Background: an optimization exercise with open tools, aiming at small area, a short achievable clock period and few clock cycles per item. Do not read the settings as production practice.
Only simulation tests tie the RTL to the original design; equivalence was not proved.

## flow/design.v (module list and top-level ports; edited modules follow where they fit)
// module srpg_datapath: 206 lines
// module srpg_mac: 4715 lines
// module stepper_ramp_period_generator: 160 lines
module stepper_ramp_period_generator (
	input  wire logic        clk,
	input  wire logic        arst_n,
	input  wire logic        s_tvalid,
	output logic             s_tready,
	input  wire logic [31:0] s_tdata,    
	input  wire logic        s_tuser,    
	output logic             m_tvalid,
	input  wire logic        m_tready,
	output logic      [23:0] m_tdata,    
	output logic             m_tlast,    
	input  wire logic        cfg_we,
	input  wire logic [1:0]  cfg_index,
	input  wire logic [55:0] cfg_data
);
  // ...
==> flow/run.sh <==
#!/bin/bash
# synth_recipe.tcl (not shown) runs the flow's synth.tcl, then flattens the netlist and writes it again
# the make line also repeats each setting of config.mk as NAME=value (left out here)
make -C /OpenROAD-flow-scripts/flow DESIGN_CONFIG=/design/flow/config.mk WORK_HOME=/design/flow/orfs CLKGATE_MAP_FILE= SYNTH_SCRIPT=/design/flow/synth_recipe.tcl finish
==> flow/config.mk <==
export PLATFORM = sky130hd
export DESIGN_NAME = stepper_ramp_period_generator
export DESIGN_NICKNAME = stepper_ramp_period_generator
export VERILOG_FILES = /design/flow/design.v
export SDC_FILE = /design/flow/constraint.sdc
export NUM_CORES = 4
export LEC_CHECK = 0
export ABC_AREA = 1
export CAP_MARGIN = 20
export CORE_MARGIN = 2
export CORE_UTILIZATION = 40
export SETUP_SLACK_MARGIN = 5
export SLEW_MARGIN = 20
export TNS_END_PERCENT = 0
==> flow/constraint.sdc <==
create_clock -name core_clock -period 12.0 [get_ports {clk}]
set_input_delay 2.4000 -clock core_clock [delete_from_list [all_inputs] [get_ports {clk}]]
set_output_delay 2.4000 -clock core_clock [all_outputs]
set_load 0.01 [all_outputs]
==> impl_metrics.env, run 1 <==
export IMPL_nNonClkBuffers=545
export IMPL_track_usage_pct=48.2
export IMPL_largest_reg_flops=65
export IMPL_chipHeight_um=393
export IMPL_tritoncts="built"
export IMPL_run_status="no timing/DRC/antenna violations"
export IMPL_clock_cell_area_share_pct=2.60
export IMPL_use_met3_pct=17.0
export IMPL_htree_num_levels=2
export IMPL_ys_warn_count=2
export IMPL_slew_violations=0
export IMPL_stdcell_area_um2=70200
export IMPL_overflow=0
export IMPL_nWellTaps=2016
export IMPL_endpoint="u_dp.op_a[3]"
export IMPL_ys_seq_area_share_pct=18.6
export IMPL_row_count=142
export IMPL_min_period_ns=7.39
export IMPL_dr_wl_met3_um=50500
export IMPL_fin_hold_ws_ns=0.488
export IMPL_yosysMostFrequentCell="nand2_1"
export IMPL_synthCells=8382
Testbench counts, summed over its fixed seeds: cycles 94,077, items 21,940.
==> module stepper_ramp_period_generator, before the edit <==
module stepper_ramp_period_generator (
	input  wire logic        clk,
	input  wire logic        arst_n,
	input  wire logic        s_tvalid,
	output logic             s_tready,
	input  wire logic [31:0] s_tdata,    
	input  wire logic        s_tuser,    
	output logic             m_tvalid,
	input  wire logic        m_tready,
	output logic      [23:0] m_tdata,    
	output logic             m_tlast,    
	input  wire logic        cfg_we,
	input  wire logic [1:0]  cfg_index,
	input  wire logic [55:0] cfg_data
);
	logic [15:0] base_q, target_q;
	logic [55:0] accel_m_q;
	logic [31:0] accel_dist_q;
	logic [31:0] steps_done_q, steps_left_q, period_q;
	logic [2:0]  phase_q;         
	logic        up_q;            
	logic        gb_q, gh_q;      
	logic        out_valid_q;
	logic [2:0]  out_phase_q;
	logic        accept, is_ramp, is_next, left_nz;
	logic [31:0] lo_bound, hi_bound, np, r_val, p_nx, spec_nx;
	logic        below, above;
	logic        eng_ready, r_fix;
	logic [31:0] r_fast, r_fixed;
	logic [31:0] done_nx, left_nx, dist_nx;
	logic [15:0] base_nx, target_nx;
	logic [2:0]  phase_nx;
	assign lo_bound = {target_q, 16'b0};
	assign hi_bound = {base_q, 16'b0};
	assign is_ramp  = phase_q == PH_UP || phase_q == PH_DOWN;
	assign left_nz  = steps_left_q != '0;
	assign s_tready = (!is_ramp || eng_ready) && (!out_valid_q || m_tready);
	assign accept   = s_tvalid && s_tready;
	assign is_next  = s_tuser;
	assign r_val = r_fix ? r_fixed : r_fast;
	assign below = r_val < lo_bound;
	assign above = r_val > hi_bound;
	always_comb begin
		if (phase_q == PH_CRUISE) begin
			np = lo_bound;
		end else if (is_ramp) begin
			np = below ? lo_bound : above ? hi_bound : r_val;
		end else begin
			np = hi_bound;
		end
	end
	always_comb begin
		done_nx   = steps_done_q;
		left_nx   = steps_left_q;
		dist_nx   = accel_dist_q;
		base_nx   = base_q;
		target_nx = target_q;
		if (accept) begin
			if (is_next) begin
				if (left_nz) begin
					done_nx = steps_done_q + 32'd1;
					left_nx = steps_left_q - 32'd1;
				end
			end else begin
				done_nx = '0;
				left_nx = s_tdata;
			end
		end else if (cfg_we) begin
			case (cfg_index)
				2'd0: base_nx   = cfg_data[15:0];
				2'd1: target_nx = cfg_data[15:0];
				2'd3: dist_nx   = cfg_data[31:0];
				default: ;
			endcase
		end
		if (done_nx == '0) begin
			phase_nx = PH_START;
		end else if (left_nx == '0) begin
			phase_nx = PH_END;
		end else if (done_nx <= dist_nx) begin
			phase_nx = PH_UP;
		end else if (left_nx <= dist_nx) begin
			phase_nx = PH_DOWN;
		end else begin
			phase_nx = PH_CRUISE;
		end
	end
	assign p_nx    = accept ? (is_next ? np : '0) : period_q;
	assign spec_nx = (phase_nx == PH_CRUISE) ? {target_nx, 16'b0} : {base_nx, 16'b0};
	srpg_datapath u_dp (
		.clk     (clk),
		.arst_n  (arst_n),
		.restart (cfg_we),
		.commit  (accept),
		.park    (!(phase_nx == PH_UP || phase_nx == PH_DOWN)),
		.spec_nx (spec_nx),
		.guess_bound (gb_q),
		.guess_val (gh_q ? hi_bound : lo_bound),
		.p_nx    (p_nx),
		.ramp_up (up_q),
		.period  (period_q),
		.accel_m (accel_m_q),
		.ready   (eng_ready),
		.r_fast  (r_fast),
		.r_fix   (r_fix),
		.r_fixed (r_fixed)
	);
	always_ff @(posedge clk or negedge arst_n) begin
		if (!arst_n) begin
			base_q       <= 16'hFFFF;
			target_q     <= 16'd1000;
			accel_m_q    <= '0;
			accel_dist_q <= '0;
		end else if (cfg_we) begin
			base_q       <= base_nx;
			target_q     <= target_nx;
			accel_dist_q <= dist_nx;
			if (cfg_index == 2'd2) begin
				accel_m_q <= cfg_data;
			end
		end
	end
	always_ff @(posedge clk or negedge arst_n) begin
		if (!arst_n) begin
			steps_done_q <= '0;
			steps_left_q <= '0;
			phase_q      <= PH_START;
			up_q         <= 1'b0;
			gb_q         <= 1'b0;
			gh_q         <= 1'b0;
			out_valid_q  <= 1'b0;
		end else begin
			if (accept) begin
				out_valid_q <= 1'b1;
			end else if (m_tready) begin
				out_valid_q <= 1'b0;
			end
			if (accept || cfg_we) begin
				phase_q <= phase_nx;
				up_q    <= phase_nx == PH_UP;
				gb_q    <= (phase_nx == PH_UP && p_nx == {target_nx, 16'b0})
				        || (phase_nx == PH_DOWN && p_nx == {base_nx, 16'b0});
				gh_q    <= phase_nx == PH_DOWN;
			end
			if (accept) begin
				steps_done_q <= done_nx;
				steps_left_q <= left_nx;
			end
		end
	end
	always_ff @(posedge clk) begin
		period_q <= p_nx;
		if (accept) begin
			out_phase_q  <= is_next ? phase_q : PH_START;
		end
	end
	assign m_tvalid = out_valid_q;
	assign m_tdata  = {5'b0, out_phase_q, period_q[31:16]};
	assign m_tlast  = !left_nz;
endmodule
==> run 2, diff against run 1 <==
--- a/flow/design.v
+++ b/flow/design.v
@@ -4972,6 +4972,7 @@
 	logic [2:0]  phase_q;         
 	logic        up_q;            
 	logic        gb_q, gh_q;      
+	logic        rep_q, rep_nx;   
 	logic        out_valid_q;
 	logic [2:0]  out_phase_q;
 	logic        accept, is_ramp, is_next, left_nz;
@@ -4986,7 +4987,7 @@
 	assign hi_bound = {base_q, 16'b0};
 	assign is_ramp  = phase_q == PH_UP || phase_q == PH_DOWN;
 	assign left_nz  = steps_left_q != '0;
-	assign s_tready = (!is_ramp || eng_ready) && (!out_valid_q || m_tready);
+	assign s_tready = (!is_ramp || rep_q || eng_ready) && (!out_valid_q || m_tready);
 	assign accept   = s_tvalid && s_tready;
 	assign is_next  = s_tuser;
 	assign r_val = r_fix ? r_fixed : r_fast;
@@ -5037,14 +5038,15 @@
 			phase_nx = PH_CRUISE;
 		end
 	end
-	assign p_nx    = accept ? (is_next ? np : '0) : period_q;
-	assign spec_nx = (phase_nx == PH_CRUISE) ? {target_nx, 16'b0} : {base_nx, 16'b0};
+	assign p_nx    = (accept && !(is_next && is_ramp && rep_q)) ? (is_next ? np : '0) : period_q;
+	assign rep_nx  = accept && is_next && is_ramp && (rep_q || np == period_q) && phase_nx == phase_q;
+	assign spec_nx = rep_nx ? period_q : (phase_nx == PH_CRUISE) ? {target_nx, 16'b0} : {base_nx, 16'b0};
 	srpg_datapath u_dp (
 		.clk     (clk),
 		.arst_n  (arst_n),
 		.restart (cfg_we),
 		.commit  (accept),
-		.park    (!(phase_nx == PH_UP || phase_nx == PH_DOWN)),
+		.park    (!(phase_nx == PH_UP || phase_nx == PH_DOWN) || rep_nx),
 		.spec_nx (spec_nx),
 		.guess_bound (gb_q),
 		.guess_val (gh_q ? hi_bound : lo_bound),
@@ -5079,6 +5081,7 @@
 			phase_q      <= PH_START;
 			up_q         <= 1'b0;
 			gb_q         <= 1'b0;
+			rep_q        <= 1'b0;
 			gh_q         <= 1'b0;
 			out_valid_q  <= 1'b0;
 		end else begin
@@ -5093,6 +5096,7 @@
 				gb_q    <= (phase_nx == PH_UP && p_nx == {target_nx, 16'b0})
 				        || (phase_nx == PH_DOWN && p_nx == {base_nx, 16'b0});
 				gh_q    <= phase_nx == PH_DOWN;
+				rep_q   <= rep_nx;
 			end
 			if (accept) begin
 				steps_done_q <= done_nx;
==> run 2 against run 1 <==
Net effect:
- still clean
- design area up 8.6%
- register-to-register slack better by 0.31 ns
- worst setup slack better by 0.31 ns
- non-clock buffer count up 209
- synthesized area up 2.2%
- via count up 5.9%
- final cell count up 4.7%
- first-iteration DRC count up 11%
- count of clock-buffer cells in the layout up 5
- critical endpoint is now u_dp.op_a[11]
==> impl_metrics.env, run 2 <==
export IMPL_run_status="no timing/DRC/antenna violations"
export IMPL_crit_path_start_kind="flop"
export IMPL_synthTopCellsByArea="fa_1 17%, nand2_1 9.6%, xor2_1 8.7%"
export IMPL_dr_wl_met3_um=63900
export IMPL_cp_data_required_time_ns=12.60
export IMPL_start_util_pct=40.2
export IMPL_synth_distinct_cells=66
export IMPL_routed_wl_um=416000
export IMPL_critPathBufInv=8
export IMPL_synth_top_cell_area_share_pct=16.8
export IMPL_max_cap_violations=0
export IMPL_gp_congestion=1.11
export IMPL_largestRegisters="u_dp.acc: 65 flops, u_dp.x: 64 flops, accel_m_q: 56 flops"
export IMPL_ant_nets=0
export IMPL_hp_class="reg -> reg"
export IMPL_crit_family="simple AND/OR/NAND/NOR gates"
export IMPL_io_buffers=117
export IMPL_critPathMaxStageDelay_ns=0.57
export IMPL_ys_flop_type="dfrtp_1"
export IMPL_met2_length_um=162000
export IMPL_core_um2=154000
export IMPL_route_detailed_drc=0
export IMPL_async_reset_ff_share_pct=47.4
export IMPL_fin_skew_ns=0.0381
export IMPL_top_register="u_dp.acc"
export IMPL_finalSetupViolations=0
export IMPL_synthCells=8642
export IMPL_worstPathMaxFanout=26
export IMPL_synth_edff_count=136
export IMPL_crit_arrival_ns=7.68
export IMPL_cts_sinks=441
export IMPL_slew_violations=0
export IMPL_final_cell_mix="1507 x nand2_1, 1162 x inv_1, 618 x o21ai_0"
export IMPL_cts_hold_buf=0
export IMPL_htree_num_levels=2
export IMPL_vias=71800
export IMPL_nets=9706
export IMPL_synthesis_area_um2=61900
export IMPL_path_class="reg -> reg"
export IMPL_hold_violations=0
export IMPL_netlist_top_cells_count="1585 x nand2_1, 1238 x inv_1, 705 x o21ai_0"
export IMPL_first_pass_iters=8
export IMPL_multi_input_area_um2=47100
export IMPL_hpwl_um=302000
export IMPL_grt_max_degree=102
export IMPL_grt_setup_unrepaired="yes"
export IMPL_tns_ns=0
export IMPL_maxUsedRoutingLayer="met5"
export IMPL_grt_pass1_wl_um=548000
export IMPL_cts_buffers=56
export IMPL_chipHeight_um=397
export IMPL_area_delta_synth_final_pct=23.2
export IMPL_die_area_um2=158000
export IMPL_via_per_inst=6.54
export IMPL_setup_worst_path_end_class="flop"
export IMPL_yosysTopAreaCell="fa_1"
export IMPL_routedWlPerCell_um=37.9
export IMPL_post_route_cells_drive_above_1_share_pct=17.5
export IMPL_yosysMostFrequentCell="nand2_1"
export IMPL_largest_reg_flops=65
export IMPL_fmax_mhz=141
export IMPL_min_period_ns=7.08
export IMPL_overflow=0
export IMPL_ys_seq_area_share_pct=18.2
export IMPL_ys_warn_count=2
export IMPL_clkLatencyLatePin_ns=0.70
export IMPL_slew_headroom_pct=3.79
export IMPL_synth_seq_cells=441
export IMPL_drt_initial_drc_count=11600
export IMPL_final_common_cell="nand2_1"
export IMPL_crit_path_top_delay_cell="edfxtp_1"
export IMPL_cts_root_buffer="clkbuf_16"
export IMPL_tritoncts="built"
export IMPL_antenna_found_initial=31
export IMPL_io_pins=123
export IMPL_track_usage_pct=49.7
export IMPL_period_share_pct=59.0
export IMPL_worst_pin_slew_ns=1.43
export IMPL_die_x_um=397
export IMPL_drt_met1_wl_um=154000
export IMPL_syn_area_per_cell_um2=7.16
export IMPL_fillers=15400
export IMPL_grt_pass1_vias=66100
export IMPL_register_area_um2=11400
export IMPL_clock_path_buffers=3
export IMPL_clkTransAtPathRegs_ns=0.06
export IMPL_row_count=144
[run 2: cell types whose count changed in the layout (fill, tap and decap cells not counted), moves of 31 or more]
cell     change
buf_4      +123
nor2_1      -53
nor2_4      +47
nand3_1    +101
nand4_1     +31
o21a_1      +39
a21oi_1     -76
o22ai_1     -63
inv_1       +58
nand2_1     +63
nand2_2     +39
o22ai_2     +36
buf_12      +54
[run 2: logic make-up after synthesis]
group	after synthesis	share of synthesized area, %
simple gates	2722	18.4
compound gates	2186	20.8
buf+inv	1875	11.7
fa+ha+maj	741	21.3
xor+xnor	643	9.10
flops	441	18.2
mux	33	0.585
other cells	1	0.00606
[run 2: worst reg2reg max path: cells and delay by family (launching register included)]
kind,cells,cell delay [ns]
buffers and inverters,8,1.25
adders and majority gates,1,0.32
DFF,1,0.57
AOI/OAI and AO/OA,2,0.75
and+or+nand+nor,30,4.10
[run 2: worst paths after layout]
path	cells past startpoint	startpoint	to	slack, ns
max in group asynchronous	3	arst_n	u_dp.sv	8.03
hold reg to reg	2	accel_dist_q[0]	accel_dist_q[0]	0.48
min in group asynchronous	1	arst_n	steps_left_q[8]	1.70
setup / recovery	41	u_dp.acc[38]	u_dp.op_a[11]	4.92
setup reg to reg	41	u_dp.acc[38]	u_dp.op_a[11]	4.92
hold / removal	2	accel_dist_q[0]	accel_dist_q[0]	0.48
[run 2: through the flow]
stage               instances  util [%]  setup slack [ns]  area, um2  hold WS [ns]
global route            11000      49.5              4.73      76200         0.535
floorplan                8646         -              5.09      61900         0.423
global placement        10500      42.7              2.01      65600         0.429
detailed placement      10500      42.7              2.07      65700         0.445
CTS                     10700      46.2              4.83      71000         0.482
finish                  11000      49.6              4.92      76200         0.480
[run 2: area by class of cell]
class | instances | share of cell area [%]
multi-input combinational | 6334 | 61.8
sequential | 441 | 14.9
timing repair buffer | 754 | 10.6
inverter | 1280 | 6.53
tap | 2044 | 3.35
clock buffer | 80 | 2.23
clock inverter | 26 | 0.491
antenna | 15 | 0.0492
timing repair inverter | 2 | 0.0263
[run 2: per-layer routing]
metal	global-route usage, %	up-vias
met5	2.51	-
met4	31.5	48
met3	20.4	1516
met2	68.5	6011
met1	63.6	35000
li1	-	29200
[run 2: repair_timing]
item | 4_1_cts | 5_1_grt
buffers inserted | 121 | 199
gates cloned | 9 | 31
endpoints found under the setup margin | 151 | 102
gates resized for setup | 533 | 690
pin swaps | 59 | 224
Testbench counts of run 2, summed over its fixed seeds: cycles 86,652, items 21,940.
==> run 3, diff against run 2 <==
--- a/flow/config.mk
+++ b/flow/config.mk
@@ -9,6 +9,6 @@
 export CAP_MARGIN = 20
 export CORE_MARGIN = 2
 export CORE_UTILIZATION = 40
-export SETUP_SLACK_MARGIN = 5
+export SETUP_SLACK_MARGIN = 4.5
 export SLEW_MARGIN = 20
 export TNS_END_PERCENT = 0
==> run 3 against run 2 <==
Net effect:
- first-iteration DRC count decreased by 4.4%
- synthesized cell count unchanged
- global-route usage decreased by 0.75 points
- non-clock buffer count decreased by 199
- sequential share of layout area increased by 0.99 points
- hold slack about the same
- die area unchanged
- flip-flop and latch count unchanged
- register-to-register slack got worse by 0.46 ns
- clock skew decreased by 0.0065 ns
==> impl_metrics.env, run 3 <==
export IMPL_yosysMostFrequentCell="nand2_1"
export IMPL_period_share_pct=62.8
export IMPL_routedWlPerCell_um=37.2
export IMPL_syn_area_per_cell_um2=7.16
export IMPL_clkTransAtPathRegs_ns=0.07
export IMPL_antenna_found_initial=30
export IMPL_dpl_cell_area_um2=65700
export IMPL_critPathMaxStageDelay_ns=0.52
export IMPL_cts_buffers=56
export IMPL_fin_skew_ns=0.0317
export IMPL_tritoncts="built"
export IMPL_worstPathMaxFanout=33
export IMPL_synth_edff_count=136
export IMPL_crit_path_start_kind="flop"
export IMPL_stdcell_area_um2=71300
export IMPL_yosysTopAreaCell="fa_1"
export IMPL_grt_pass1_vias=65300
export IMPL_grt_use_met2_pct=68.2
export IMPL_use_met3_pct=18.9
export IMPL_hp_class="reg -> reg"
export IMPL_worst_path_most_repeated_cell="nand2_1"
export IMPL_grt_setup_unrepaired="yes"
export IMPL_path_class="reg -> reg"
export IMPL_critPathBufInv=9
export IMPL_io_buffers=117
export IMPL_row_count=144
export IMPL_final_common_cell="nand2_1"
export IMPL_r2r_cells=40
export IMPL_drt_initial_drc_count=11100
export IMPL_hpwl_um=302000
export IMPL_nets=9502
export IMPL_grt_use_met1_pct=63.4
export IMPL_ys_seq_area_share_pct=18.2
export IMPL_core_um2=154000
export IMPL_worst_pin_slew_ns=1.38
export IMPL_synthesis_area_um2=61900
export IMPL_path_depth=40
export IMPL_overflow=0
export IMPL_gp_congestion=1.11
export IMPL_first_pass_iters=9
export IMPL_tns_ns=0
export IMPL_final_cell_mix="1562 x nand2_1, 1202 x inv_1, 641 x o21ai_0"
export IMPL_crit_path_top_delay_cell="nor2_1"
export IMPL_largest_reg_flops=65
export IMPL_synth_seq_cells=441
export IMPL_area_delta_synth_final_pct=15.2
export IMPL_hold_violations=0
export IMPL_run_status="no timing/DRC/antenna violations"
export IMPL_setup_worst_path_end_class="flop"
export IMPL_crit_family="simple AND/OR/NAND/NOR gates"
export IMPL_io_pins=123
export IMPL_routed_wl_um=401000
export IMPL_vias=69900
export IMPL_cp_data_required_time_ns=12.62
export IMPL_grt_pass1_wl_um=542000
export IMPL_cts_sinks=441
export IMPL_grt_max_degree=102
export IMPL_async_reset_ff_share_pct=47.4
export IMPL_via_per_inst=6.48
export IMPL_ys_flop_type="dfrtp_1"
export IMPL_max_cap_violations=0
export IMPL_fmax_mhz=133
export IMPL_netlist_top_cells_count="1585 x nand2_1, 1238 x inv_1, 705 x o21ai_0"
export IMPL_ys_warn_count=2
export IMPL_post_route_cells_drive_above_1_share_pct=11.3
export IMPL_cts_root_buffer="clkbuf_16"
export IMPL_crit_arrival_ns=8.16
export IMPL_route_detailed_drc=0
export IMPL_slew_headroom_pct=7.99
export IMPL_busiest_layer="met2"
export IMPL_synth_top_cell_area_share_pct=16.8
export IMPL_die_area_um2=158000
export IMPL_slew_violations=0
export IMPL_chipHeight_um=397
export IMPL_track_usage_pct=49.0
export IMPL_min_period_ns=7.54
export IMPL_clkLatencyLatePin_ns=0.70
export IMPL_finalSetupViolations=0
export IMPL_synth_distinct_cells=66
export IMPL_fin_hold_ws_ns=0.480
export IMPL_ant_nets=0
export IMPL_start_util_pct=40.2
export IMPL_htree_num_levels=2
export IMPL_synthCells=8642
export IMPL_clock_path_buffers=3
export IMPL_die_x_um=397
export IMPL_largestRegisters="u_dp.acc: 65 flops, u_dp.x: 64 flops, accel_m_q: 56 flops"
export IMPL_top_register="u_dp.acc"
export IMPL_synthTopCellsByArea="fa_1 17%, nand2_1 9.6%, xor2_1 8.7%"
export IMPL_hold_depth=2
==> run 3: cell counts after synthesis <==
No cell type changed its count.
==> run 3: metrics by stage <==
| stage | instances | util [%] | worst slack, ns |
|---|---|---|---|
| after floorplan | 8646 | - | 5.09 |
| after global placement | 10500 | 42.7 | 2.01 |
| after detailed placement | 10500 | 42.7 | 2.07 |
| after CTS | 10700 | 45.1 | 4.41 |
| after global routing | 10800 | 46.3 | 4.44 |
| final | 10800 | 46.3 | 4.46 |
==> run 3: routing by layer <==
layer | wire length (um) | part of all wire [%]
met2 | 158000 | 39
met3 | 58000 | 14
met5 | 739 | 0.18
met4 | 31600 | 7.9
met1 | 153000 | 38
==> run 3: worst reg2reg max path: cells and delay by family (launching register included) <==
family / cells / cell delay (ns)
buf+inv: 9 / 1.46
fa+ha+maj: 1 / 0.32
compound gates: 3 / 0.37
flops: 1 / 0.49
simple gates: 27 / 4.84
==> run 3: cells by family (layout without fill, tap and decap cells) <==
| family | Yosys count | in the layout | share of synthesized area [%] |
|---|---|---|---|
| and+or+nand+nor | 2722 | 2722 | 18.4 |
| AOI/OAI and AO/OA | 2186 | 2186 | 20.8 |
| buffers and inverters | 1875 | 1942 | 11.7 |
| adders and majority gates | 741 | 741 | 21.3 |
| xor gates and xnor gates | 643 | 643 | 9.10 |
| DFF | 441 | 441 | 18.2 |
| muxes | 33 | 33 | 0.585 |
| other | 1 | 30 | 0.00606 |
==> run 3: layout make-up <==
class / instances / area, um2
diodes: 25 / 62.6
clock buffers: 80 / 1700
clock inverters: 26 / 374
fillers: 15800 / 82600
inverters: 1280 / 4930
multi-input cells: 6330 / 45000
flip-flops and latches: 441 / 11400
well taps: 2044 / 2560
repair buffers: 555 / 5330
repair inverters: 1 / 8.76
==> run 3: timing repair <==
action	CTS	global route
endpoints found under the setup margin	115	95
pin swaps	25	40
hold buffers	0	0
gates cloned	1	7
hold endpoints to repair	0	0
buffers inserted	71	75
gates resized for setup	298	291
==> run 3: path summary, 6_finish.rpt <==
path                            slack [ns]               to             from
worst min register to register        0.48  accel_dist_q[0]  accel_dist_q[0]
max in group asynchronous             7.99          u_dp.sv           arst_n
min in group asynchronous             1.71  steps_left_q[8]           arst_n
worst max register to register        4.46    u_dp.op_b[23]     period_q[22]
worst min-delay path                  0.48  accel_dist_q[0]  accel_dist_q[0]
worst max-delay path                  4.46    u_dp.op_b[23]     period_q[22]
==> module srpg_datapath, before the edit <==
module srpg_datapath (
	input  wire logic        clk,
	input  wire logic        arst_n,
	input  wire logic        restart,    
	input  wire logic        commit,     
	input  wire logic        park,       
	input  wire logic [31:0] spec_nx,    
	input  wire logic        guess_bound,  
	input  wire logic [31:0] guess_val,
	input  wire logic [31:0] p_nx,       
	input  wire logic        ramp_up,    
	input  wire logic [31:0] period,
	input  wire logic [55:0] accel_m,
	output logic             ready,
	output logic [31:0]      r_fast,     
	output logic             r_fix,      
	output logic [31:0]      r_fixed     
);
	logic [ES_N-1:0] st, st_nx;
	logic [64:0]     acc, acc_nx;
	logic [63:0]     x, x_nx;
	logic [31:0]     op_a, op_b, op_a_nx, op_b_nx;
	logic            mhi, gen, fsat, big;
	logic            sv;    
	logic            mhi_nx;
	logic [31:0]     m0, m1;
	logic [63:0]     q;
	logic [64:0]     addend, mac, sq;
	logic            cin;
	logic            m1nz, pzero;
	logic            acc_en, go;
	assign m0    = accel_m[31:0];
	assign m1    = {8'b0, accel_m[55:32]};
	assign m1nz  = accel_m[55:32] != '0;
	assign pzero = period == '0;
	assign q  = mhi ? {acc[55:0], x[31:24]} : {23'b0, acc[64:24]};
	assign sq = {x, ramp_up};
	always_comb begin
		addend = '0;
		cin    = 1'b0;
		case (1'b1)
			st[ES_A1], st[ES_A3], st[ES_Q1], st[ES_R1]: addend = {32'b0, acc[64:32]};
			st[ES_A2], st[ES_Q2]: addend = acc;
			st[ES_F], st[ES_FA]: begin addend = sq; cin = ramp_up; end
			st[ES_FB]: addend = {{32{acc[64]}}, acc[64:32]};
			st[ES_R0]: addend = (gen || !acc[64]) ? {1'b0, period, 32'b0} : '0;
			default: ;
		endcase
	end
	srpg_mac u_mac (
		.a   (op_a),
		.b   (op_b),
		.c   (addend),
		.cin (cin),
		.y   (mac)
	);
	logic gsat, hnz;
	assign gsat = acc > 65'h1_FFFF_FFFD;
	assign hnz  = gen ? acc[64:1] != '0 : (!acc[64] && acc[63:33] != '0);
	assign go = restart || commit;
	always_comb begin
		st_nx = '0;
		if (go) begin
			if (park) begin
				st_nx[ES_RDY] = 1'b1;
			end else if (commit && st[ES_RDY] && sv && p_nx == op_a) begin
				st_nx[ES_A0] = 1'b1;
			end else begin
				st_nx[ES_P2] = 1'b1;
			end
		end else begin
			case (1'b1)
				st[ES_RDY]: st_nx[ES_RDY] = 1'b1;
				st[ES_P2]: st_nx[ES_A0] = 1'b1;
				st[ES_A0]: st_nx[ES_A1] = 1'b1;
				st[ES_A1]: if (m1nz) st_nx[ES_A2] = 1'b1; else st_nx[ES_Q0] = 1'b1;
				st[ES_A2]: st_nx[ES_A3] = 1'b1;
				st[ES_A3]: st_nx[ES_QL] = 1'b1;
				st[ES_QL]: st_nx[ES_Q0] = 1'b1;
				st[ES_Q0]: if (q[63:48] != '0) st_nx[ES_RDY] = 1'b1;
				           else if (q[63:32] != '0) st_nx[ES_Q1] = 1'b1;
				           else st_nx[ES_F] = 1'b1;
				st[ES_Q1]: st_nx[ES_Q2] = 1'b1;
				st[ES_Q2]: st_nx[ES_FA] = 1'b1;
				st[ES_F]:  st_nx[ES_R0] = 1'b1;
				st[ES_FA]: st_nx[ES_FB] = 1'b1;
				st[ES_FB]: st_nx[ES_RL] = 1'b1;
				st[ES_RL]: st_nx[ES_R0] = 1'b1;
				st[ES_R0]: if (hnz && !(gen && gsat)) st_nx[ES_R1] = 1'b1; else st_nx[ES_RDY] = 1'b1;
				st[ES_R1]: st_nx[ES_RDY] = 1'b1;
				default:   st_nx[ES_RDY] = 1'b1;
			endcase
		end
	end
	assign acc_en = st[ES_RDY] ? commit : !(st[ES_QL] || st[ES_RL]);
	assign acc_nx = acc_en ? mac : acc;
	always_comb begin
		x_nx = x;
		if (!go) begin
			if (st[ES_A0] || st[ES_FA] || st[ES_R0]) x_nx = acc[63:0];
			if (st[ES_A3] || st[ES_FB]) x_nx[31:0] = acc[31:0];
			if (st[ES_Q0]) x_nx = q ^ {64{ramp_up && q[63:32] == '0}};
			if (st[ES_Q2]) x_nx = x ^ {64{ramp_up}};
		end
	end
	assign mhi_nx = (st[ES_A1] || st[ES_A3]) ? st[ES_A3] : mhi;
	logic [31:0] early_a, early_b;
	logic        s_lo, s_q, s_hi, s_f0, s_early;
	assign s_lo    = st_nx[ES_A0] || st_nx[ES_FA];
	assign s_q     = st_nx[ES_Q0] && !st[ES_QL];
	assign s_hi    = st_nx[ES_F] || (!go && st_nx[ES_RDY] && (st[ES_R0] || st[ES_R1]) && !guess_bound);
	assign s_f0    = st_nx[ES_R0] && st[ES_F];
	assign s_early = !(s_lo || s_q || s_hi || s_f0);
	always_comb begin
		early_a = '0;
		early_b = '0;
		if (go) begin
			if (st_nx[ES_RDY]) begin
				early_a = spec_nx;
				early_b = spec_nx;
			end else if (st_nx[ES_P2]) begin
				early_a = p_nx;
				early_b = p_nx;
			end else begin
				early_b = m0;      
			end
		end else if (st_nx[ES_RDY] && (st[ES_R0] || st[ES_R1])) begin
			early_a = guess_val;
			early_b = guess_val;
		end else begin
			case (1'b1)
				st[ES_RDY]: begin early_a = op_a; early_b = op_b; end
				st[ES_P2]:  early_b = m0;
				st[ES_A0]:  begin early_a = acc[63:32]; early_b = m0; end
				st[ES_A1]:  begin
					if (m1nz) begin early_a = x[31:0]; early_b = m1; end
					else early_b = '0;    
				end
				st[ES_A2]:  begin early_a = x[63:32]; early_b = m1; end
				st[ES_A3]:  ;             
				st[ES_QL]:  begin early_a = q[31:0]; early_b = q[31:0]; end
				st[ES_Q0]:  begin
					if (q[63:48] != '0) ;               
					else if (q[63:32] != '0) begin early_a = q[31:0]; early_b = {q[62:32], 1'b0}; end
					else early_b = 32'd3;                
				end
				st[ES_Q1]:  begin early_a = {x[47:32], 16'b0}; early_b = {x[47:32], 16'b0}; end
				st[ES_Q2]:  early_b = 32'd3;             
				st[ES_FA]:  begin early_a = acc[63:32]; early_b = 32'd3; end
				st[ES_FB]:  ;                            
				st[ES_RL]:  begin early_a = {acc[0], x[31:1]}; early_b = period; end
				st[ES_F]:   early_b = period;            
				st[ES_R0]:  begin early_a = gen ? acc[32:1] : acc[63:33]; early_b = period; end
				default: ;
			endcase
		end
	end
	assign op_a_nx = ({32{s_early}} & early_a) | ({32{s_lo}} & mac[31:0]) | ({32{s_q}} & mac[55:24])
	               | ({32{s_hi}} & mac[63:32]) | ({32{s_f0}} & mac[32:1]);
	assign op_b_nx = ({32{!(s_q || (s_hi && !st_nx[ES_F]))}} & early_b) | ({32{s_q}} & mac[55:24])
	               | ({32{s_hi && !st_nx[ES_F]}} & mac[63:32]);
	assign ready  = st[ES_RDY];
	assign r_fast = acc[63:32];
	assign r_fix  = pzero || fsat || big || acc[64];
	always_comb begin
		if (pzero) begin
			r_fixed = '0;
		end else if (fsat || (big ? acc[64:32] != '0 : acc[64])) begin
			r_fixed = '1;
		end else begin
			r_fixed = acc[31:0];
		end
	end
	always_ff @(posedge clk or negedge arst_n) begin
		if (!arst_n) begin
			st <= ES_N'(1) << ES_RDY;
			sv <= 1'b0;
		end else begin
			st <= st_nx;
			if (go) begin
				sv <= park;
			end else if (st[ES_R0] || st[ES_R1]) begin
				sv <= 1'b1;
			end
		end
	end
	always_ff @(posedge clk) begin
		acc  <= acc_nx;
		x    <= x_nx;
		op_a <= op_a_nx;
		op_b <= op_b_nx;
		mhi  <= mhi_nx;
		if (!go) begin
			if (st[ES_Q0]) begin
				fsat <= q[63:48] != '0;
				gen  <= 1'b0;
			end
			if (st[ES_FA]) gen <= 1'b1;
			if (st[ES_R0]) begin
				big <= 1'b0;
				if (gen && gsat) fsat <= 1'b1;
			end
			if (st[ES_R1]) big <= 1'b1;
		end
	end
endmodule
==> run 4, diff against run 3 <==
--- a/flow/design.v
+++ b/flow/design.v
@@ -31,8 +31,6 @@
 	input  wire logic        arst_n,
 	input  wire logic        restart,    
 	input  wire logic        commit,     
-	input  wire logic        park,       
-	input  wire logic [31:0] spec_nx,    
 	input  wire logic        guess_bound,  
 	input  wire logic [31:0] guess_val,
 	input  wire logic [31:0] p_nx,       
@@ -85,13 +83,11 @@
 	logic gsat, hnz;
 	assign gsat = acc > 65'h1_FFFF_FFFD;
 	assign hnz  = gen ? acc[64:1] != '0 : (!acc[64] && acc[63:33] != '0);
-	assign go = restart || commit;
+	assign go = restart;
 	always_comb begin
 		st_nx = '0;
 		if (go) begin
-			if (park) begin
-				st_nx[ES_RDY] = 1'b1;
-			end else if (commit && st[ES_RDY] && sv && p_nx == op_a) begin
+			if (commit && st[ES_RDY] && sv && p_nx == op_a) begin
 				st_nx[ES_A0] = 1'b1;
 			end else begin
 				st_nx[ES_P2] = 1'b1;
@@ -120,7 +116,7 @@
 			endcase
 		end
 	end
-	assign acc_en = st[ES_RDY] ? commit : !(st[ES_QL] || st[ES_RL]);
+	assign acc_en = st[ES_RDY] ? go : !(st[ES_QL] || st[ES_RL]);
 	assign acc_nx = acc_en ? mac : acc;
 	always_comb begin
 		x_nx = x;
@@ -143,10 +139,7 @@
 		early_a = '0;
 		early_b = '0;
 		if (go) begin
-			if (st_nx[ES_RDY]) begin
-				early_a = spec_nx;
-				early_b = spec_nx;
-			end else if (st_nx[ES_P2]) begin
+			if (st_nx[ES_P2]) begin
 				early_a = p_nx;
 				early_b = p_nx;
 			end else begin
@@ -206,7 +199,7 @@
 		end else begin
 			st <= st_nx;
 			if (go) begin
-				sv <= park;
+				sv <= 1'b0;
 			end else if (st[ES_R0] || st[ES_R1]) begin
 				sv <= 1'b1;
 			end
@@ -4971,14 +4964,15 @@
 	logic [31:0] steps_done_q, steps_left_q, period_q;
 	logic [2:0]  phase_q;         
 	logic        up_q;            
+	logic        eng_ok;          
+	logic        up_nx, restart, out_begin_q;
 	logic        gb_q, gh_q;      
-	logic        rep_q, rep_nx;   
 	logic        out_valid_q;
 	logic [2:0]  out_phase_q;
 	logic        accept, is_ramp, is_next, left_nz;
-	logic [31:0] lo_bound, hi_bound, np, r_val, p_nx, spec_nx;
+	logic [31:0] lo_bound, hi_bound, np, r_val, p_nx;
 	logic        below, above;
-	logic        eng_ready, r_fix;
+	logic        eng_ready, eng_ready_dp, r_fix;
 	logic [31:0] r_fast, r_fixed;
 	logic [31:0] done_nx, left_nx, dist_nx;
 	logic [15:0] base_nx, target_nx;
@@ -4986,8 +4980,9 @@
 	assign lo_bound = {target_q, 16'b0};
 	assign hi_bound = {base_q, 16'b0};
 	assign is_ramp  = phase_q == PH_UP || phase_q == PH_DOWN;
+	assign eng_ready = eng_ready_dp && eng_ok;
 	assign left_nz  = steps_left_q != '0;
-	assign s_tready = (!is_ramp || rep_q || eng_ready) && (!out_valid_q || m_tready);
+	assign s_tready = (!is_ramp || eng_ready) && (!out_valid_q || m_tready);
 	assign accept   = s_tvalid && s_tready;
 	assign is_next  = s_tuser;
 	assign r_val = r_fix ? r_fixed : r_fast;
@@ -5038,23 +5033,21 @@
 			phase_nx = PH_CRUISE;
 		end
 	end
-	assign p_nx    = (accept && !(is_next && is_ramp && rep_q)) ? (is_next ? np : '0) : period_q;
-	assign rep_nx  = accept && is_next && is_ramp && (rep_q || np == period_q) && phase_nx == phase_q;
-	assign spec_nx = rep_nx ? period_q : (phase_nx == PH_CRUISE) ? {target_nx, 16'b0} : {base_nx, 16'b0};
+	assign p_nx    = accept ? (is_next ? np : hi_bound) : period_q;
+	assign up_nx   = !(phase_nx == PH_CRUISE || phase_nx == PH_DOWN);
+	assign restart = cfg_we || (accept && (!eng_ok || p_nx != period_q || up_nx != up_q));
 	srpg_datapath u_dp (
 		.clk     (clk),
 		.arst_n  (arst_n),
-		.restart (cfg_we),
+		.restart (restart),
 		.commit  (accept),
-		.park    (!(phase_nx == PH_UP || phase_nx == PH_DOWN) || rep_nx),
-		.spec_nx (spec_nx),
 		.guess_bound (gb_q),
 		.guess_val (gh_q ? hi_bound : lo_bound),
 		.p_nx    (p_nx),
 		.ramp_up (up_q),
 		.period  (period_q),
 		.accel_m (accel_m_q),
-		.ready   (eng_ready),
+		.ready   (eng_ready_dp),
 		.r_fast  (r_fast),
 		.r_fix   (r_fix),
 		.r_fixed (r_fixed)
@@ -5080,8 +5073,8 @@
 			steps_left_q <= '0;
 			phase_q      <= PH_START;
 			up_q         <= 1'b0;
+			eng_ok       <= 1'b0;
 			gb_q         <= 1'b0;
-			rep_q        <= 1'b0;
 			gh_q         <= 1'b0;
 			out_valid_q  <= 1'b0;
 		end else begin
@@ -5092,11 +5085,11 @@
 			end
 			if (accept || cfg_we) begin
 				phase_q <= phase_nx;
-				up_q    <= phase_nx == PH_UP;
+				up_q    <= up_nx;
+				eng_ok  <= 1'b1;
 				gb_q    <= (phase_nx == PH_UP && p_nx == {target_nx, 16'b0})
 				        || (phase_nx == PH_DOWN && p_nx == {base_nx, 16'b0});
 				gh_q    <= phase_nx == PH_DOWN;
-				rep_q   <= rep_nx;
 			end
 			if (accept) begin
 				steps_done_q <= done_nx;
@@ -5108,10 +5101,11 @@
 		period_q <= p_nx;
 		if (accept) begin
 			out_phase_q  <= is_next ? phase_q : PH_START;
+			out_begin_q  <= !is_next;
 		end
 	end
 	assign m_tvalid = out_valid_q;
-	assign m_tdata  = {5'b0, out_phase_q, period_q[31:16]};
+	assign m_tdata  = {5'b0, out_phase_q, out_begin_q ? 16'd0 : period_q[31:16]};
 	assign m_tlast  = !left_nz;
 endmodule
 `default_nettype wire
--- a/flow/config.mk
+++ b/flow/config.mk
@@ -9,6 +9,6 @@
 export CAP_MARGIN = 20
 export CORE_MARGIN = 2
 export CORE_UTILIZATION = 40
-export SETUP_SLACK_MARGIN = 4.5
+export SETUP_SLACK_MARGIN = 5
 export SLEW_MARGIN = 20
 export TNS_END_PERCENT = 0
==> run 4 against run 3 <==
Net effect:
- fmax up 0.65%
- wire length down 2.4%
- final cell count up 2.0%
- sequential share of layout area down 0.63 points
- clock skew down 0.0077 ns
- still clean
- highest routed layer unchanged
- global-route usage down 1.0 points
- worst setup slack better by 0.049 ns
- via count up 1.1%
- critical path type unchanged
==> impl_metrics.env, run 4 <==
export IMPL_clock_path_buffers=3
export IMPL_timing_rr_start="u_dp.acc[40]"
export IMPL_grt_pass1_wl_um=529000
export IMPL_critPathMaxStageDelay_ns=0.51
export IMPL_grt_pass1_vias=66200
export IMPL_tritoncts="built"
export IMPL_cp_data_required_time_ns=12.39
export IMPL_drt_initial_drc_count=11000
export IMPL_fin_skew_ns=0.0240
export IMPL_fillers=15400
export IMPL_crit_family="simple AND/OR/NAND/NOR gates"
export IMPL_row_count=143
export IMPL_crit_arrival_ns=7.88
export IMPL_slew_violations=0
export IMPL_fmax_mhz=133
export IMPL_hold_start="accel_dist_q[0]"
export IMPL_top_register="u_dp.acc"
export IMPL_route_detailed_drc=0
export IMPL_yosysMostFrequentCell="nand2_1"
export IMPL_die_x_um=396
export IMPL_hold_depth=2
export IMPL_final_common_cell="nand2_1"
export IMPL_area_delta_synth_final_pct=21.3
export IMPL_track_usage_pct=47.9
export IMPL_grt_max_degree=93
export IMPL_overflow=0
export IMPL_post_route_cells_drive_above_1_share_pct=15.2
export IMPL_antenna_found_initial=39
export IMPL_largestRegisters="u_dp.acc: 65 flops, u_dp.x: 64 flops, accel_m_q: 56 flops"
export IMPL_hpwl_um=285000
export IMPL_crit_path_start_kind="flop"
export IMPL_hold_violations=0
export IMPL_syn_area_per_cell_um2=7.12
export IMPL_run_status="no timing/DRC/antenna violations"
export IMPL_finalSetupViolations=0
export IMPL_max_cap_violations=0
export IMPL_slew_headroom_pct=13.7
export IMPL_htree_num_levels=2
export IMPL_gp_congestion=1.12
export IMPL_routed_wl_um=392000
export IMPL_synth_distinct_cells=67
export IMPL_period_share_pct=62.4
export IMPL_cts_root_buffer="clkbuf_16"
export IMPL_netlist_top_cells_count="1585 x nand2_1, 1240 x inv_1, 707 x nor2_1"
export IMPL_async_reset_ff_share_pct=47.3
export IMPL_start_util_pct=40.4
export IMPL_rrSetupSlack_ns=4.51
export IMPL_largest_reg_flops=65
export IMPL_ys_seq_area_share_pct=18.4
export IMPL_cts_sinks=442
export IMPL_holdPathEnd="accel_dist_q[0]"
export IMPL_final_cell_mix="1547 x nand2_1, 1179 x inv_1, 639 x nor2_1"
export IMPL_yosysTopAreaCell="fa_1"
export IMPL_cts_hold_buf=0
export IMPL_via_per_inst=6.43
export IMPL_routedWlPerCell_um=35.6
export IMPL_r2r_cells=40
export IMPL_tns_ns=0
export IMPL_ys_flop_type="dfrtp_1"
export IMPL_min_period_ns=7.49
export IMPL_synth_seq_cells=442
export IMPL_chipHeight_um=396
export IMPL_synthesis_area_um2=61400
export IMPL_first_pass_iters=22
export IMPL_ant_nets=0
export IMPL_ys_warn_count=2
export IMPL_vias=70700
export IMPL_clkTransAtPathRegs_ns=0.06
export IMPL_fin_hold_ws_ns=0.490
export IMPL_io_buffers=117
export IMPL_worst_pin_slew_ns=1.29
export IMPL_io_pins=123
export IMPL_grt_setup_unrepaired="yes"
export IMPL_nets=9731
export IMPL_clkLatencyLatePin_ns=0.69
export IMPL_synthCells=8630
export IMPL_die_area_um2=157000
export IMPL_r2r_end="u_dp.x[30]"
export IMPL_cts_buffers=53
export IMPL_setup_worst_path_end_class="flop"
export IMPL_core_um2=152000
export IMPL_critPathBufInv=11
export IMPL_synth_top_cell_area_share_pct=16.9
export IMPL_hp_class="reg -> reg"
export IMPL_synthTopCellsByArea="fa_1 17%, nand2_1 9.7%, xor2_1 8.2%"
export IMPL_worstPathMaxFanout=14
export IMPL_path_class="reg -> reg"
export IMPL_crit_path_top_delay_cell="nand3b_1"
export IMPL_synth_edff_count=137
==> run 4: cell types whose count changed after synthesis, moves of 34 or more <==
cell	change
nor2_1	+216
xor2_1	-34
a21oi_1	-94
a32oi_1	+34
xnor2_1	+37
o21ai_0	-40
nand3_1	-40
==> run 4: cells by family (layout without fill, tap and decap cells) <==
group	count (synthesis)	count (layout)	share of synthesized area, %
buffers and inverters	1848	2147	11.5
and+or+nand+nor	2879	2884	19.2
DFF	442	442	18.4
AOI/OAI and AO/OA	2044	2044	19.7
muxes	29	29	0.521
xor gates and xnor gates	646	646	9.21
other	1	38	0.00610
adders and majority gates	741	741	21.4
==> run 4: per-stage QoR <==
step	setup WS [ns]	std cells	area, um2	util, %
floorplan	4.55	8634	61600	-
global placement	1.87	10600	66200	43.5
detailed placement	2.29	10600	66200	43.5
CTS	4.85	10900	72500	47.6
global route	4.62	11000	74500	48.9
finish	4.51	11000	74500	49.0
==> run 4: area by class of cell <==
| class | instances | area [um2] | area share (%) |
|---|---|---|---|
| antenna | 33 | 82.6 | 0.111 |
| clock buffer | 77 | 1630 | 2.19 |
| clock inverter | 22 | 218 | 0.292 |
| inverter | 1276 | 4990 | 6.69 |
| multi-input combinational | 6349 | 45600 | 61.2 |
| sequential | 442 | 11400 | 15.3 |
| tap | 2030 | 2540 | 3.41 |
| timing repair buffer | 770 | 8020 | 10.8 |
| timing repair inverter | 2 | 13.8 | 0.0185 |
==> run 4: routing by layer <==
metal | global-route usage [%] | share of wire, % | up-vias
li1 | - | - | 29100
met3 | 18.6 | 15 | 1583
met5 | 1.94 | 0.13 | -
met2 | 66.3 | 39 | 5872
met1 | 61.8 | 38 | 34100
met4 | 30.3 | 8.4 | 34
==> run 4: how the worst max path moves through the flow <==
stage	slack, ns	cells past startpoint	start	endpoint
final	4.51	40	u_dp.acc[40]	u_dp.x[30]
after global placement	1.87	32	u_dp.st[4]	u_dp.op_a[20]
after CTS	4.85	34	u_dp.op_b[2]	u_dp.acc[57]
after detailed placement	2.29	32	u_dp.st[4]	u_dp.op_a[20]
after floorplan	4.55	36	m_tready	u_dp.acc[0]
after global routing	4.62	31	u_dp.op_b[17]	u_dp.op_a[24]
==> run 4: worst min-delay path, cell delays in order, from the launching register on <==
cell	delay, ns
dfrtp_1	0.32
nand2_1	0.07
o21ai_0	0.07
==> run 4: what timing repair did <==
action / 4_1_cts / 5_1_grt
setup endpoints to repair: 262 / 238
setup buffers: 178 / 59
pin swaps: 105 / 110
hold endpoints to repair: 0 / 0
cloned: 25 / 13
resized for setup: 613 / 285
Testbench counts of run 4, summed over its fixed seeds: cycles 84,664, items 21,940.
==> run 5, diff against run 4 <==
--- a/flow/config.mk
+++ b/flow/config.mk
@@ -9,6 +9,6 @@
 export CAP_MARGIN = 20
 export CORE_MARGIN = 2
 export CORE_UTILIZATION = 40
-export SETUP_SLACK_MARGIN = 5
+export SETUP_SLACK_MARGIN = 4.5
 export SLEW_MARGIN = 20
 export TNS_END_PERCENT = 0
==> run 5 against run 4 <==
Net effect:
- non-clock buffer count down 145
- design area shrank 2.8%
- first-iteration DRC count fell by 0.88%
- critical path type unchanged
==> impl_metrics.env, run 5 <==
export IMPL_netlist_top_cells_count="1585 x nand2_1, 1240 x inv_1, 707 x nor2_1"
export IMPL_finalNonFillerCells=10900
export IMPL_chipHeight_um=396
export IMPL_routedWlPerCell_um=34.9
export IMPL_max_cap_violations=0
export IMPL_dpl_cell_area_um2=65500
export IMPL_drt_initial_drc_count=10900
export IMPL_vias=68800
export IMPL_min_period_ns=7.58
export IMPL_fmax_mhz=132
export IMPL_synth_top_cell_area_share_pct=16.9
export IMPL_fin_skew_ns=0.0382
export IMPL_stdcell_area_um2=72500
export IMPL_cts_buffers=59
export IMPL_timing_rr_start="u_dp.st[11]"
export IMPL_area_delta_synth_final_pct=18.0
export IMPL_cts_root_buffer="clkbuf_16"
export IMPL_setup_worst_path_end_class="flop"
export IMPL_grt_pass1_wl_um=513000
export IMPL_crit_path_top_delay_cell="dfrtp_4"
export IMPL_synthCells=8630
export IMPL_slew_headroom_pct=9.93
export IMPL_r2r_end="u_dp.op_a[30]"
export IMPL_grt_setup_unrepaired="yes"
export IMPL_io_buffers=117
export IMPL_run_status="no timing/DRC/antenna violations"
export IMPL_nets=9593
export IMPL_yosysTopAreaCell="fa_1"
export IMPL_routed_wl_um=378000
export IMPL_grt_max_degree=99
export IMPL_gp_congestion=1.11
export IMPL_largest_reg_flops=65
export IMPL_period_share_pct=63.1
export IMPL_worst_pin_slew_ns=1.33
export IMPL_die_area_um2=157000
export IMPL_rrSetupSlack_ns=4.42
export IMPL_dp_cells=10500
export IMPL_tritoncts="built"
export IMPL_ys_flop_type="dfrtp_1"
export IMPL_io_pins=123
export IMPL_crit_path_start_kind="flop"
export IMPL_clkTransAtPathRegs_ns=0.07
export IMPL_row_count=143
export IMPL_async_reset_ff_share_pct=47.3
export IMPL_post_route_cells_drive_above_1_share_pct=13.0
export IMPL_hp_class="reg -> reg"
export IMPL_tns_ns=0
export IMPL_grt_pass1_vias=64100
export IMPL_track_usage_pct=46.3
export IMPL_fin_hold_ws_ns=0.479
export IMPL_synth_edff_count=137
export IMPL_die_x_um=396
export IMPL_crit_arrival_ns=8.18
export IMPL_synth_seq_cells=442
export IMPL_slew_violations=0
export IMPL_yosysMostFrequentCell="nand2_1"
export IMPL_start_util_pct=40.4
export IMPL_finalCoreUtilization_pct=47.6
export IMPL_hpwl_um=279000
export IMPL_preCtsSetupSlack_ns=2.25
export IMPL_cts_hold_buf=0
export IMPL_endpoint="u_dp.op_a[30]"
export IMPL_cp_data_required_time_ns=12.60
export IMPL_largestRegisters="u_dp.acc: 65 flops, u_dp.x: 64 flops, accel_m_q: 56 flops"
export IMPL_overflow=0
export IMPL_antenna_found_initial=30
export IMPL_finalSetupViolations=0
export IMPL_syn_area_per_cell_um2=7.12
export IMPL_core_um2=152000
export IMPL_ant_nets=0
export IMPL_ys_warn_count=2
export IMPL_route_detailed_drc=0
export IMPL_final_setup_worst_slack_ns=4.42
export IMPL_top_register="u_dp.acc"
export IMPL_via_per_inst=6.34
export IMPL_worstPathMaxFanout=37
export IMPL_clkLatencyLatePin_ns=0.73
export IMPL_ys_seq_area_share_pct=18.4
export IMPL_htree_num_levels=2
export IMPL_startpoint="u_dp.st[11]"
export IMPL_hold_violations=0
export IMPL_worst_path_most_repeated_cell="nand2_1"
export IMPL_critPathMaxStageDelay_ns=0.79
export IMPL_r2r_cells=28
export IMPL_first_pass_iters=10
export IMPL_synthesis_area_um2=61400
export IMPL_final_common_cell="nand2_1"
export IMPL_final_cell_mix="1553 x nand2_1, 1175 x inv_1, 654 x nor2_1"
export IMPL_clock_path_buffers=3
export IMPL_cts_sinks=442
export IMPL_synthTopCellsByArea="fa_1 17%, nand2_1 9.7%, xor2_1 8.2%"
export IMPL_synth_distinct_cells=67
export IMPL_path_class="reg -> reg"
run 5: cell counts after synthesis:
Identical to the previous run, type by type.
run 5: what timing repair did:
action	in CTS	in global routing
cloned	12	12
buffers inserted	98	91
setup endpoints to repair	250	202
gates resized for setup	358	350
pin swaps	37	108
run 5: area by class of cell:
| type | instances | area, um2 |
|---|---|---|
| repair inverters | 4 | 20.0 |
| well taps | 2030 | 2540 |
| fillers | 15500 | 79800 |
| clock buffers | 78 | 1670 |
| repair buffers | 625 | 6220 |
| diodes | 14 | 35.0 |
| clock inverters | 34 | 459 |
| multi-input cells | 6348 | 45200 |
| inverters | 1276 | 4980 |
| flip-flops and latches | 442 | 11400 |
run 5: worst min path at each step:
stage | startpoint | end | slack, ns | depth (start not counted)
2_1_floorplan | eng_ok | eng_ok | 0.43 | 2
3_3_place_gp | eng_ok | eng_ok | 0.45 | 2
3_5_place_dp | eng_ok | eng_ok | 0.46 | 2
4_1_cts | eng_ok | eng_ok | 0.48 | 2
5_1_grt | eng_ok | eng_ok | 0.50 | 2
6_report | eng_ok | eng_ok | 0.48 | 2
run 5: kinds of logic after synthesis:
| logic type | share of synthesized area (%) |
|---|---|
| AOI/OAI and AO/OA | 19.7 |
| xor gates and xnor gates | 9.21 |
| adders and majority gates | 21.4 |
| buffers and inverters | 11.5 |
| DFF | 18.4 |
| muxes | 0.521 |
| other | 0.00610 |
| and+or+nand+nor | 19.2 |
run 5: critical path: cells and delay by family (launching register included):
family          cells  cell delay [ns]
xor+xnor            1             0.45
buf+inv             6             0.87
simple gates       10             1.36
fa+ha+maj           7             2.91
flops               1             0.79
compound gates      4             1.12
run 5: layer usage:
layer  part of all wire (%)  global-route usage (%)
met4                    8.4                    29.3
met5                  0.049                   0.154
met2                     40                    65.6
met3                     14                    16.0
met1                     38                    60.0
==> run 6, diff against run 5 <==
--- a/flow/config.mk
+++ b/flow/config.mk
@@ -8,7 +8,8 @@
 export ABC_AREA = 1
 export CAP_MARGIN = 20
 export CORE_MARGIN = 2
-export CORE_UTILIZATION = 40
+export CORE_UTILIZATION = 48
+export PLACE_DENSITY = 0.65
 export SETUP_SLACK_MARGIN = 4.5
 export SLEW_MARGIN = 20
 export TNS_END_PERCENT = 0
==> run 6 against run 5 <==
Net effect:
- design area is 4.4% lower
- final cell count decreased by 4.7%
- register-to-register slack worse by 0.15 ns
- critical endpoint is now u_dp.op_a[29]
- largest cell class unchanged
==> impl_metrics.env, run 6 <==
export IMPL_r2r_end="u_dp.op_a[29]"
export IMPL_holdPathEnd="accel_dist_q[0]"
export IMPL_synth_top_cell_area_share_pct=16.9
export IMPL_nets=9440
export IMPL_max_cap_violations=0
export IMPL_grt_max_degree=103
export IMPL_rrSetupSlack_ns=4.27
export IMPL_grt_pass1_wl_um=497000
export IMPL_htree_num_levels=2
export IMPL_antenna_found_initial=34
export IMPL_stdcell_area_um2=69300
export IMPL_cts_buffers=52
export IMPL_run_status="no timing/DRC/antenna violations"
export IMPL_fin_skew_ns=0.0425
export IMPL_hold_depth=2
export IMPL_period_share_pct=64.4
export IMPL_ant_nets=0
export IMPL_slew_headroom_pct=4.15
export IMPL_synth_edff_count=137
export IMPL_critPathMaxStageDelay_ns=0.54
export IMPL_finalSetupViolations=0
export IMPL_routedWlPerCell_um=34.9
export IMPL_synth_seq_cells=442
export IMPL_worst_pin_slew_ns=1.43
export IMPL_top_register="u_dp.acc"
export IMPL_clkLatencyLatePin_ns=0.70
export IMPL_die_area_um2=131000
export IMPL_r2r_cells=32
export IMPL_crit_arrival_ns=8.37
export IMPL_crit_path_start_kind="flop"
export IMPL_ys_flop_type="dfrtp_1"
export IMPL_row_count=131
export IMPL_io_buffers=117
export IMPL_core_um2=127000
export IMPL_final_setup_worst_slack_ns=4.27
export IMPL_overflow=0
export IMPL_grt_pass1_vias=64800
export IMPL_clkTransAtPathRegs_ns=0.07
export IMPL_fmax_mhz=129
export IMPL_fin_hold_ws_ns=0.477
export IMPL_timing_rr_start="u_dp.st[10]"
export IMPL_slew_violations=0
export IMPL_min_period_ns=7.73
export IMPL_cts_root_buffer="clkbuf_16"
export IMPL_hold_violations=0
export IMPL_hold_start="accel_dist_q[0]"
export IMPL_synthesis_area_um2=61400
export IMPL_synthTopCellsByArea="fa_1 17%, nand2_1 9.7%, xor2_1 8.2%"
export IMPL_routed_wl_um=361000
export IMPL_tns_ns=0
export IMPL_drt_initial_drc_count=13000
export IMPL_fillers=12400
export IMPL_setup_worst_path_end_class="flop"
export IMPL_synthCells=8630
export IMPL_worstPathMaxFanout=13
export IMPL_path_class="reg -> reg"
export IMPL_synth_distinct_cells=67
export IMPL_io_pins=123
export IMPL_chipHeight_um=362
export IMPL_hp_class="reg -> reg"
export IMPL_start_util_pct=48.2
export IMPL_route_detailed_drc=0
export IMPL_area_delta_synth_final_pct=12.8
export IMPL_dpl_cell_area_um2=64600
export IMPL_die_x_um=362
export IMPL_dp_cells=10100
export IMPL_ys_seq_area_share_pct=18.4
export IMPL_post_route_cells_drive_above_1_share_pct=9.54
export IMPL_async_reset_ff_share_pct=47.3
export IMPL_final_cell_mix="1573 x nand2_1, 1209 x inv_1, 674 x nor2_1"
export IMPL_clock_path_buffers=3
export IMPL_largest_reg_flops=65
export IMPL_cp_data_required_time_ns=12.64
export IMPL_grt_setup_unrepaired="yes"
export IMPL_crit_path_top_delay_cell="o21ai_1"
export IMPL_ys_warn_count=2
export IMPL_track_usage_pct=53.4
export IMPL_largestRegisters="u_dp.acc: 65 flops, u_dp.x: 64 flops, accel_m_q: 56 flops"
export IMPL_yosysTopAreaCell="fa_1"
export IMPL_gp_congestion=1.15
export IMPL_syn_area_per_cell_um2=7.12
export IMPL_finalNonFillerCells=10300
export IMPL_preCtsSetupSlack_ns=2.07
export IMPL_final_common_cell="nand2_1"
export IMPL_first_pass_iters=14
export IMPL_cts_sinks=442
export IMPL_finalCoreUtilization_pct=54.4
export IMPL_yosysMostFrequentCell="nand2_1"
export IMPL_vias=70200
export IMPL_netlist_top_cells_count="1585 x nand2_1, 1240 x inv_1, 707 x nor2_1"
export IMPL_hpwl_um=267000
export IMPL_via_per_inst=6.79
export IMPL_cts_hold_buf=0
export IMPL_tritoncts="built"
==> run 6: critical path: cells and delay by family (launching register included) <==
family | cells | cell delay (ns)
simple gates | 13 | 2.08
xor+xnor | 1 | 0.49
compound gates | 6 | 1.55
buf+inv | 7 | 0.94
fa+ha+maj | 5 | 2.21
flops | 1 | 0.40
==> run 6: area by class of cell <==
class | instances | area [um2] | share of cell area, %
multi-input cells | 6348 | 44400 | 64.1
inverters | 1276 | 4890 | 7.05
well taps | 1662 | 2080 | 3.00
diodes | 37 | 92.6 | 0.134
flip-flops and latches | 442 | 11400 | 16.4
repair inverters | 3 | 22.5 | 0.0325
clock buffers | 70 | 1520 | 2.20
clock inverters | 28 | 279 | 0.403
repair buffers | 480 | 4650 | 6.72
==> run 6: what timing repair did <==
item / 4_1_cts / 5_1_grt
buffers inserted: 53 / 53
endpoints found under the hold margin: 0 / 0
setup endpoints to repair: 253 / 239
resized for setup: 278 / 155
cloned: 6 / 5
pin swaps: 28 / 42
==> run 6: logic make-up (layout without fill, tap and decap cells) <==
logic type,count (synthesis),in the layout,synth area share (%)
AO/OA/AOI/OAI,2044,2045,19.7
XOR/XNOR,646,646,9.21
adder cells (fa/ha/maj),741,741,21.4
buffers and inverters,1848,1857,11.5
flip-flops,442,442,18.4
multiplexers,29,29,0.521
other,1,42,0.00610
AND/OR/NAND/NOR,2879,2882,19.2
==> run 6: worst max path at each step <==
stage / startpoint / to / slack (ns)
final: u_dp.st[10] / u_dp.op_a[29] / 4.27
after global routing: u_dp.op_b[15] / u_dp.op_a[27] / 4.13
after CTS: u_dp.op_b[1] / u_dp.op_a[25] / 4.43
after detailed placement: u_dp.op_b[1] / u_dp.op_a[31] / 2.07
after global placement: u_dp.op_b[5] / u_dp.op_a[27] / 2.13
after floorplan: m_tready / u_dp.acc[0] / 4.52
==> run 6: metal layers <==
| layer | vias up | GRT usage [%] | wire length [um] |
|---|---|---|---|
| met5 | - | 1.96 | 519 |
| met4 | 32 | 38.0 | 34500 |
| met3 | 1824 | 23.1 | 57900 |
| met2 | 6355 | 72.1 | 139000 |
| met1 | 33600 | 67.4 | 130000 |
| li1 | 28400 | - | - |

## what the ideal ports hide
The results above use ideal ports. As a check the final layouts listed here were re-extracted and re-timed, cells and wires unchanged. Step 1, drivers: a clkbuf_16 drives clk and a buf_2 each remaining input, both assumed. Step 2 moves the port delays by t, midway between the first and last clock arrival at a register: inputs arrive t later, outputs are due t later. That takes back most of the time a late clock gives input paths. Slacks: no drivers / after step 1 / after step 2; pairs: no drivers / after step 1.
run | t (ns) | slack for setup (ns) | worst register clock-pin slew, ns
run 1 | 0.748 | 4.611 / 4.611 / 4.097 | 0.08 / 0.08
run 2 | 0.759 | 4.917 / 4.917 / 4.247 | 0.07 / 0.07
run 3 | 0.755 | 4.460 / 4.460 / 4.057 | 0.07 / 0.07
run 4 | 0.749 | 4.509 / 4.509 / 4.097 | 0.08 / 0.08
run 5 | 0.788 | 4.423 / 4.423 / 3.777 | 0.09 / 0.09
run 6 | 0.749 | 4.269 / 4.269 / 3.764 | 0.07 / 0.07
After both steps setup and hold are still met in every run listed. The setup slack of run 2, which loses most, moves by 0.000 ns with the drivers and by -0.670 ns with both steps.
